From an optimization exercise on the open Yosys and OpenROAD flow, aimed at small area, a short achievable clock period and few clock cycles per item; shortcuts taken in it are not production practice. RTL that was checked went through simulation tests only; none was proved equivalent to the original. Power is estimated from default activity; no workload was simulated.

==> 01-25: inputs <==
// prefix_add_unit
module prefix_add_unit (
  input  logic         clk_i,
  input  logic         rst_i,
  input  logic         flush_i,
  input  logic         req_valid_i,
  output logic         req_ready_o,
  input  logic [255:0] req_a_i,
  input  logic [255:0] req_b_i,
  input  logic         req_sub_i,
  input  logic         req_cin_i,
  output logic         resp_valid_o,
  input  logic         resp_ready_i,
  output logic [255:0] resp_sum_o,
  output logic         resp_cout_o,
  output logic         resp_ovf_o,
  output logic         busy_o
);
==> flow/config.mk <==
export PLATFORM = sky130hd
export DESIGN_NAME = prefix_add_unit
export DESIGN_NICKNAME = prefix_add_unit
export VERILOG_FILES = /design/flow/design.v
export SDC_FILE = /design/flow/constraint.sdc
export NUM_CORES = 4
export LEC_CHECK = 0
export CAP_MARGIN = 20
export CORE_ASPECT_RATIO = 0.33
export CORE_MARGIN = 2
export CORE_UTILIZATION = 45
export SETUP_SLACK_MARGIN = 0.6
export SLEW_MARGIN = 20
export SYNTH_HIERARCHICAL = 1
export SYNTH_MINIMUM_KEEP_SIZE = 0
export BUFFER_PORTS_ARGS = -buffer_cell sky130_fd_sc_hd__buf_1
==> flow/constraint.sdc <==
create_clock -name core_clock -period 5.5 [get_ports {clk_i}]
set_input_delay 1.1000 -clock core_clock [delete_from_list [all_inputs] [get_ports {clk_i}]]
set_output_delay 1.1000 -clock core_clock [all_outputs]
set_load 0.01 [all_outputs]
standard.sh (not shown) runs the stock make flow with config.mk's settings and CLKGATE_MAP_FILE= SYNTH_SCRIPT=/design/flow/synth_recipe.tcl, a recipe that flattens the netlist after the stock synthesis.
==> flow/flow/run.sh <==
#!/bin/bash
# Standard ORFS layout, except that the port buffers are the smallest
# buffer cell (buf_1) instead of the cell buffer_ports picks by default.
set -e
echo 'export BUFFER_PORTS_ARGS = -buffer_cell sky130_fd_sc_hd__buf_1' >> "$FLOW_CONFIG"
bash standard.sh > standard.log 2>&1
==> 12-27: changes against 01-25 <==
==> flow/flow/run.sh (replaced) <==
#!/bin/bash
# Standard ORFS layout, except that the port buffers are the smallest
# buffer cell (buf_1) instead of the cell buffer_ports picks by default,
# and ABC sizes the gates for a light load (1 fF instead of the platform's
# 5 fF), leaving upsizing to the timing repair that follows placement.
set -e
echo 'export BUFFER_PORTS_ARGS = -buffer_cell sky130_fd_sc_hd__buf_1' >> "$FLOW_CONFIG"
bash standard.sh ABC_LOAD_IN_FF=1 finish > standard.log 2>&1
Settings changed: SETUP_SLACK_MARGIN 0.6 to 1.6.
==> 12-04: changes against 01-25 <==
--- a/flow/flow/run.sh
+++ b/flow/flow/run.sh
@@ -5,2 +5,3 @@
 echo 'export BUFFER_PORTS_ARGS = -buffer_cell sky130_fd_sc_hd__buf_1' >> "$FLOW_CONFIG"
+echo "export RECOVER_POWER = 50" >> "$FLOW_CONFIG"
 bash standard.sh > standard.log 2>&1
Settings changed: CORE_ASPECT_RATIO 0.33 to not set, CORE_UTILIZATION 45 to 30, RECOVER_POWER set to 50, SETUP_SLACK_MARGIN 0.6 to 1.6.
==> out/results.tsv <==
metric	value	unit
die_w	375	µm
rsz0062_at_grt	yes	
grtUsageMet2	0.462	
status	finished clean	
powerSeq	0.00269	W
crit_start	req_sub_i	
final_area	0.0277	mm²
# the run above: 12-27

==> out/results.tsv <==
metric	value	unit
rsz0062_at_grt	yes	
violatedChecks	max-capacitance violations, max-slew violations	
slew_violations	260	
maxCapViolations	2	
status	failed layout checks	
# the run above: 12-04

==> out/results.tsv <==
metric	value	unit
crit_start	req_sub_i	
powerSeq	0.00268	W
rsz0062_at_grt	no	
die_w	383	µm
cts_resized	0	
whs	0.657	ns
grtUsageMet2	0.416	
status	finished clean	
# the run above: 01-25

Testbench counts of 01-25, summed over its fixed seeds: cycles 1,288, items 1,280.
Testbench counts of 12-27, summed over its fixed seeds: cycles 1,288, items 1,280.
Testbench counts of 12-04, summed over its fixed seeds: cycles 1,288, items 1,280.

---

==> branch cedar <==
==> flow/design.v <==
package prefix_add_pkg;
  typedef enum logic [1:0] {
    S_IDLE = 2'd0,
    S_RUN  = 2'd1,
    S_DONE = 2'd2
  } state_t;
  localparam int SLICE_W_DEFAULT = 64;
  function automatic int clog2(input int value);
    int r;
    r = 1;
    for (int i = 1; i < 31; i++) begin
      if ((1 << i) < value) r = i + 1;
    end
    clog2 = r;
  endfunction
endpackage
module prefix_block_add #(
  parameter int BLK_W = 16
) (
  input  logic [BLK_W-1:0] a,
  input  logic [BLK_W-1:0] b,
  input  logic             cin,
  output logic [BLK_W-1:0] sum,
  output logic             bg,      
  output logic             bp       
);
  localparam int LEVELS = $clog2(BLK_W);
  logic [BLK_W-1:0] g [LEVELS+1];
  logic [BLK_W-1:0] p [LEVELS+1];
  logic [BLK_W-1:0] x;
  assign x = a ^ b;
  assign g[0][0]         = (a[0] & b[0]) | (x[0] & cin);
  assign p[0][0]         = x[0];
  assign g[0][BLK_W-1:1] = a[BLK_W-1:1] & b[BLK_W-1:1];
  assign p[0][BLK_W-1:1] = x[BLK_W-1:1];
  for (genvar l = 0; l < LEVELS; l++) begin : g_lvl
    localparam int D = 1 << l;
    for (genvar i = 0; i < BLK_W; i++) begin : g_bit
      if ((i / D) % 2 == 1) begin : g_cell
        localparam int J = (i / D) * D - 1;
        assign g[l+1][i] = g[l][i] | (p[l][i] & g[l][J]);
        assign p[l+1][i] = p[l][i] & p[l][J];
      end else begin : g_pass
        assign g[l+1][i] = g[l][i];
        assign p[l+1][i] = p[l][i];
      end
    end
  end
  assign sum = x ^ {g[LEVELS][BLK_W-2:0], cin};
  assign bg  = g[LEVELS][BLK_W-1];
  assign bp  = p[LEVELS][BLK_W-1];
endmodule
module prefix_block_fix #(
  parameter int BLK_W = 16,
  parameter int NBLK  = 16
) (
  input  logic [BLK_W*NBLK-1:0] ls,      
  input  logic [NBLK-1:0]       bg,      
  input  logic [NBLK-1:0]       bp,      
  output logic [BLK_W*NBLK-1:0] sum,
  output logic                  cout
);
  localparam int LV = $clog2(NBLK);
  localparam int LW = $clog2(BLK_W);
  logic [NBLK-1:0] g [LV+1];
  logic [NBLK-1:0] p [LV+1];
  logic [NBLK:0]   cb;                   
  assign g[0] = bg;
  assign p[0] = bp;
  for (genvar l = 0; l < LV; l++) begin : g_lvl
    localparam int D = 1 << l;
    for (genvar i = 0; i < NBLK; i++) begin : g_blk
      if ((i / D) % 2 == 1) begin : g_cell
        localparam int J = (i / D) * D - 1;
        assign g[l+1][i] = g[l][i] | (p[l][i] & g[l][J]);
        assign p[l+1][i] = p[l][i] & p[l][J];
      end else begin : g_pass
        assign g[l+1][i] = g[l][i];
        assign p[l+1][i] = p[l][i];
      end
    end
  end
  assign cb = {g[LV], 1'b0};
  assign cout = cb[NBLK];
  for (genvar k = 0; k < NBLK; k++) begin : g_inc
    logic [BLK_W-1:0] t [LW+1];
    assign t[0] = ls[k*BLK_W +: BLK_W];
    for (genvar l = 0; l < LW; l++) begin : g_lvl
      localparam int D = 1 << l;
      for (genvar i = 0; i < BLK_W; i++) begin : g_bit
        if ((i / D) % 2 == 1) begin : g_cell
          assign t[l+1][i] = t[l][i] & t[l][(i / D) * D - 1];
        end else begin : g_pass
          assign t[l+1][i] = t[l][i];
        end
      end
    end
    assign sum[k*BLK_W +: BLK_W] = ls[k*BLK_W +: BLK_W] ^
                                   ({t[LW][BLK_W-2:0], 1'b1} & {BLK_W{cb[k]}});
  end
endmodule
module prefix_add_unit (
  input  logic         clk_i,
  input  logic         rst_i,
  input  logic         flush_i,
  input  logic         req_valid_i,
  output logic         req_ready_o,
  input  logic [255:0] req_a_i,
  input  logic [255:0] req_b_i,
  input  logic         req_sub_i,
  input  logic         req_cin_i,
  output logic         resp_valid_o,
  input  logic         resp_ready_i,
  output logic [255:0] resp_sum_o,
  output logic         resp_cout_o,
  output logic         resp_ovf_o,
  output logic         busy_o
);
  localparam int DATA_W = 256;
  localparam int BLK_W  = 16;
  localparam int NBLK   = DATA_W / BLK_W;
  logic [DATA_W-1:0] bb;
  logic              cin;
  logic [DATA_W-1:0] ls;
  logic [NBLK-1:0]   bg;
  logic [NBLK-1:0]   bp;
  logic              v1_q;
  logic [DATA_W-1:0] ls_q;
  logic [NBLK-1:0]   bg_q;
  logic [NBLK-1:0]   bp_q;
  logic              p_msb_q;
  logic [DATA_W-1:0] sum;
  logic              cout;
  logic              v2_q;
  logic [DATA_W-1:0] sum_q;
  logic              cout_q;
  logic              ovf_q;
  logic              stall2;
  logic              hold1;
  logic              accept;
  assign bb  = req_sub_i ? ~req_b_i : req_b_i;
  assign cin = req_sub_i | req_cin_i;
  for (genvar k = 0; k < NBLK; k++) begin : g_blk
    prefix_block_add #(
      .BLK_W (BLK_W)
    ) u_add (
      .a   (req_a_i[k*BLK_W +: BLK_W]),
      .b   (bb[k*BLK_W +: BLK_W]),
      .cin ((k == 0) ? cin : 1'b0),
      .sum (ls[k*BLK_W +: BLK_W]),
      .bg  (bg[k]),
      .bp  (bp[k])
    );
  end
  assign stall2      = v2_q & ~resp_ready_i;
  assign hold1       = v1_q & stall2;
  assign req_ready_o = ~flush_i & ~hold1;
  assign accept      = req_valid_i & req_ready_o;
  always_ff @(posedge clk_i) begin
    if (rst_i | flush_i) begin
      v1_q <= 1'b0;
      v2_q <= 1'b0;
    end else begin
      if (!hold1)  v1_q <= accept;
      if (!stall2) v2_q <= v1_q;
    end
  end
  always_ff @(posedge clk_i) begin
    if (!hold1) begin
      ls_q    <= ls;
      bg_q    <= bg;
      bp_q    <= bp;
      p_msb_q <= req_a_i[DATA_W-1] ^ bb[DATA_W-1];
    end
  end
  prefix_block_fix #(
    .BLK_W (BLK_W),
    .NBLK  (NBLK)
  ) u_fix (
    .ls   (ls_q),
    .bg   (bg_q),
    .bp   (bp_q),
    .sum  (sum),
    .cout (cout)
  );
  always_ff @(posedge clk_i) begin
    if (!stall2) begin
      sum_q  <= sum;
      cout_q <= cout;
      ovf_q  <= sum[DATA_W-1] ^ p_msb_q ^ cout;
    end
  end
  assign resp_valid_o = v2_q;
  assign busy_o       = v1_q | v2_q;
  assign resp_sum_o   = sum_q;
  assign resp_cout_o  = cout_q;
  assign resp_ovf_o   = ovf_q;
endmodule
==> flow/flow/run.sh <==
#!/bin/bash
# Standard ORFS layout, except that the port buffers are the smallest
# buffer cell (buf_1) instead of the cell buffer_ports picks by default.
set -e
echo 'export BUFFER_PORTS_ARGS = -buffer_cell sky130_fd_sc_hd__buf_1' >> "$FLOW_CONFIG"
bash standard.sh > standard.log 2>&1
==> flow/standard.sh <==
#!/bin/bash
# synth_recipe.tcl (not shown) runs the flow's synth.tcl, then flattens the netlist and writes it again
# the make line also repeats each setting of config.mk as NAME=value (left out here)
make -C /OpenROAD-flow-scripts/flow DESIGN_CONFIG=/design/flow/config.mk WORK_HOME=/design/flow/orfs CLKGATE_MAP_FILE= SYNTH_SCRIPT=/design/flow/synth_recipe.tcl "${@:-finish}"
==> flow/config.mk <==
export PLATFORM = sky130hd
export DESIGN_NAME = prefix_add_unit
export DESIGN_NICKNAME = prefix_add_unit
export VERILOG_FILES = /design/flow/design.v
export SDC_FILE = /design/flow/constraint.sdc
export NUM_CORES = 4
export LEC_CHECK = 0
export CAP_MARGIN = 20
export CORE_MARGIN = 2
export CORE_UTILIZATION = 30
export SETUP_SLACK_MARGIN = 3.0
export SLEW_MARGIN = 20
export BUFFER_PORTS_ARGS = -buffer_cell sky130_fd_sc_hd__buf_1
==> flow/constraint.sdc <==
create_clock -name core_clock -period 5.5 [get_ports {clk_i}]
set_input_delay 1.1000 -clock core_clock [delete_from_list [all_inputs] [get_ports {clk_i}]]
set_output_delay 1.1000 -clock core_clock [all_outputs]
set_load 0.01 [all_outputs]
==> branch tundra: changes against branch cedar <==
==> flow/design.v (replaced) <==
package prefix_add_pkg;
  typedef enum logic [1:0] {
    S_IDLE = 2'd0,
    S_RUN  = 2'd1,
    S_DONE = 2'd2
  } state_t;
  localparam int SLICE_W_DEFAULT = 64;
  function automatic int clog2(input int value);
    int r;
    r = 1;
    for (int i = 1; i < 31; i++) begin
      if ((1 << i) < value) r = i + 1;
    end
    clog2 = r;
  endfunction
endpackage
module prefix_slice_adder #(
  parameter int SLICE_W = 256
) (
  input  logic [SLICE_W-1:0] a,
  input  logic [SLICE_W-1:0] b,
  input  logic               cin,
  output logic [SLICE_W-1:0] sum,
  output logic               cout,
  output logic               c_msb    
);
  localparam int N      = SLICE_W;
  localparam int LEVELS = $clog2(N);
  logic [N-1:0] g [LEVELS+1];
  logic [N-1:0] p [LEVELS+1];
  logic [N-1:0] x;
  logic [N:0]   c;
  assign x = a ^ b;
  assign g[0][0]     = (a[0] & b[0]) | (x[0] & cin);
  assign p[0][0]     = 1'b0;
  assign g[0][N-1:1] = a[N-1:1] & b[N-1:1];
  assign p[0][N-1:1] = x[N-1:1];
  for (genvar l = 0; l < LEVELS; l++) begin : g_lvl
    localparam int D = 1 << l;
    for (genvar i = 0; i < N; i++) begin : g_bit
      if ((i / D) % 2 == 1) begin : g_cell
        localparam int J = (i / D) * D - 1;
        assign g[l+1][i] = g[l][i] | (p[l][i] & g[l][J]);
        assign p[l+1][i] = p[l][i] & p[l][J];
      end else begin : g_pass
        assign g[l+1][i] = g[l][i];
        assign p[l+1][i] = p[l][i];
      end
    end
  end
  assign c[0]   = cin;
  assign c[N:1] = g[LEVELS];
  assign sum    = x ^ c[N-1:0];
  assign cout   = c[N];
  assign c_msb  = c[N-1];
endmodule
module prefix_add_unit (
  input  logic         clk_i,
  input  logic         rst_i,
  input  logic         flush_i,
  input  logic         req_valid_i,
  output logic         req_ready_o,
  input  logic [255:0] req_a_i,
  input  logic [255:0] req_b_i,
  input  logic         req_sub_i,
  input  logic         req_cin_i,
  output logic         resp_valid_o,
  input  logic         resp_ready_i,
  output logic [255:0] resp_sum_o,
  output logic         resp_cout_o,
  output logic         resp_ovf_o,
  output logic         busy_o
);
  localparam int DATA_W = 256;
  logic [DATA_W-1:0] bb;
  logic              cin;
  logic [DATA_W-1:0] sum;
  logic              cout;
  logic              c_msb;
  logic              accept;
  logic              valid_q;
  logic [DATA_W-1:0] sum_q;
  logic              cout_q;
  logic              ovf_q;
  assign bb  = req_sub_i ? ~req_b_i : req_b_i;
  assign cin = req_sub_i | req_cin_i;
  prefix_slice_adder #(
    .SLICE_W (DATA_W)
  ) u_adder (
    .a     (req_a_i),
    .b     (bb),
    .cin   (cin),
    .sum   (sum),
    .cout  (cout),
    .c_msb (c_msb)
  );
  assign req_ready_o = ~flush_i & (~valid_q | resp_ready_i);
  assign accept      = req_valid_i & req_ready_o;
  always_ff @(posedge clk_i) begin
    if (rst_i)        valid_q <= 1'b0;
    else if (accept)  valid_q <= 1'b1;
    else if (flush_i | resp_ready_i) valid_q <= 1'b0;
  end
  always_ff @(posedge clk_i) begin
    if (accept) begin
      sum_q  <= sum;
      cout_q <= cout;
      ovf_q  <= cout ^ c_msb;
    end
  end
  assign resp_valid_o = valid_q;
  assign busy_o       = valid_q;
  assign resp_sum_o   = sum_q;
  assign resp_cout_o  = cout_q;
  assign resp_ovf_o   = ovf_q;
endmodule
==> flow/run.sh (new file) <==
#!/bin/bash
# synth_recipe.tcl (not shown) runs the flow's synth.tcl, then flattens the netlist and writes it again
# the make line also repeats each setting of config.mk as NAME=value (left out here)
make -C /OpenROAD-flow-scripts/flow DESIGN_CONFIG=/design/flow/config.mk WORK_HOME=/design/flow/orfs CLKGATE_MAP_FILE= SYNTH_SCRIPT=/design/flow/synth_recipe.tcl finish
==> flow/config.mk (replaced) <==
export PLATFORM = sky130hd
export DESIGN_NAME = prefix_add_unit
export DESIGN_NICKNAME = prefix_add_unit
export VERILOG_FILES = /design/flow/design.v
export SDC_FILE = /design/flow/constraint.sdc
export NUM_CORES = 4
export LEC_CHECK = 0
export ABC_AREA = 1
export CAP_MARGIN = 20
export CORE_MARGIN = 2
export CORE_UTILIZATION = 30
export SLEW_MARGIN = 20
removed: flow/flow/run.sh
removed: flow/standard.sh
==> branch harbor: changes against branch cedar <==
==> flow/run.sh (new file) <==
#!/bin/bash
# synth_recipe.tcl (not shown) runs the flow's synth.tcl, then flattens the netlist and writes it again
# the make line also repeats each setting of config.mk as NAME=value (left out here)
make -C /OpenROAD-flow-scripts/flow DESIGN_CONFIG=/design/flow/config.mk WORK_HOME=/design/flow/orfs CLKGATE_MAP_FILE= SYNTH_SCRIPT=/design/flow/synth_recipe.tcl finish
--- a/flow/config.mk
+++ b/flow/config.mk
@@ -8,6 +8,4 @@
 export CAP_MARGIN = 20
 export CORE_MARGIN = 2
 export CORE_UTILIZATION = 30
-export SETUP_SLACK_MARGIN = 3.0
 export SLEW_MARGIN = 20
-export BUFFER_PORTS_ARGS = -buffer_cell sky130_fd_sc_hd__buf_1
removed: flow/flow/run.sh
removed: flow/standard.sh
==> run summary <==
| metric | branch harbor | branch cedar | branch tundra |
|---|---|---|---|
| Result of the run | finished clean | finished clean | finished clean |
| Total CTS buffers | 69 | 69 | 39 |
| Fin cells | 5004 | 5278 | 5835 |
| Placer Congestion | 0.9179 | 0.9349 | 0.9045 |
| Average detailed-routed wire length per instance | 20.78 um | 20.93 um | 18.08 um |
| Number of antenna violations at the first check in global routing | 31 | 34 | 24 |
| Floorplan Core Area | 109000 um2 | 109000 um2 | 89870 um2 |
| Global-route wire length before repair | 149900 um | 150800 um | 158300 um |
| Non-clock buffer share of cell area | 17.91% | 13.15% | 22.69% |
| Via count of the first global-routing pass | 23700 | 24860 | 27150 |
| Depth of the critical timing path with buffers and inverters included | 12 | 14 | 24 |
| Post-Place Worst Slack | 0.7712 ns | 0.8722 ns | 0.4528 ns |
| Die Footprint | 112800 um2 | 112800 um2 | 93020 um2 |
| Seq pwr | 6.96 mW | 7.05 mW | 2.61 mW |
Testbench counts of branch tundra, summed over its fixed seeds: cycles 1,288, items 1,280.
For branch cedar and branch harbor, only the layout was checked, not whether the RTL still works.

port drivers added, routing unchanged:
In the flow no input, the clock included, has a driving cell. The finished layouts below were timed again as built, in two steps. Step 1 sets driving cells, clkbuf_16 on the clock port and buf_2 on the other inputs (assumed; they add their load-dependent delay and slew). Step 2 moves the port delays by t, midway between the first and last clock arrival at a register: inputs arrive t later, outputs are due t later. That takes back most of the time a late clock gives input paths. a / b / c = ideal ports / drivers / drivers and shift; a / b = the first two.
| run | t (ns) | setup WS [ns] | worst data-port slew with drivers (ns) |
|---|---|---|---|
| 01-25 | 0.628 | 0.971 / 1.004 / 0.376 | 0.09 |
| 12-27 | 0.606 | 1.602 / 1.489 / 0.883 | 0.20 |
| 12-04 | 0.593 | 1.064 / 1.097 / 0.504 | 0.10 |
| branch cedar | 0.666 | 2.097 / 1.967 / 1.301 | 0.24 |
| branch tundra | 0.618 | 1.041 / 1.052 / 0.434 | 0.19 |
| branch harbor | 0.672 | 1.423 / 1.463 / 0.791 | 0.27 |
For branch cedar, which loses most, drivers alone change the setup slack by -0.130 ns; drivers and shift together by -0.796 ns.
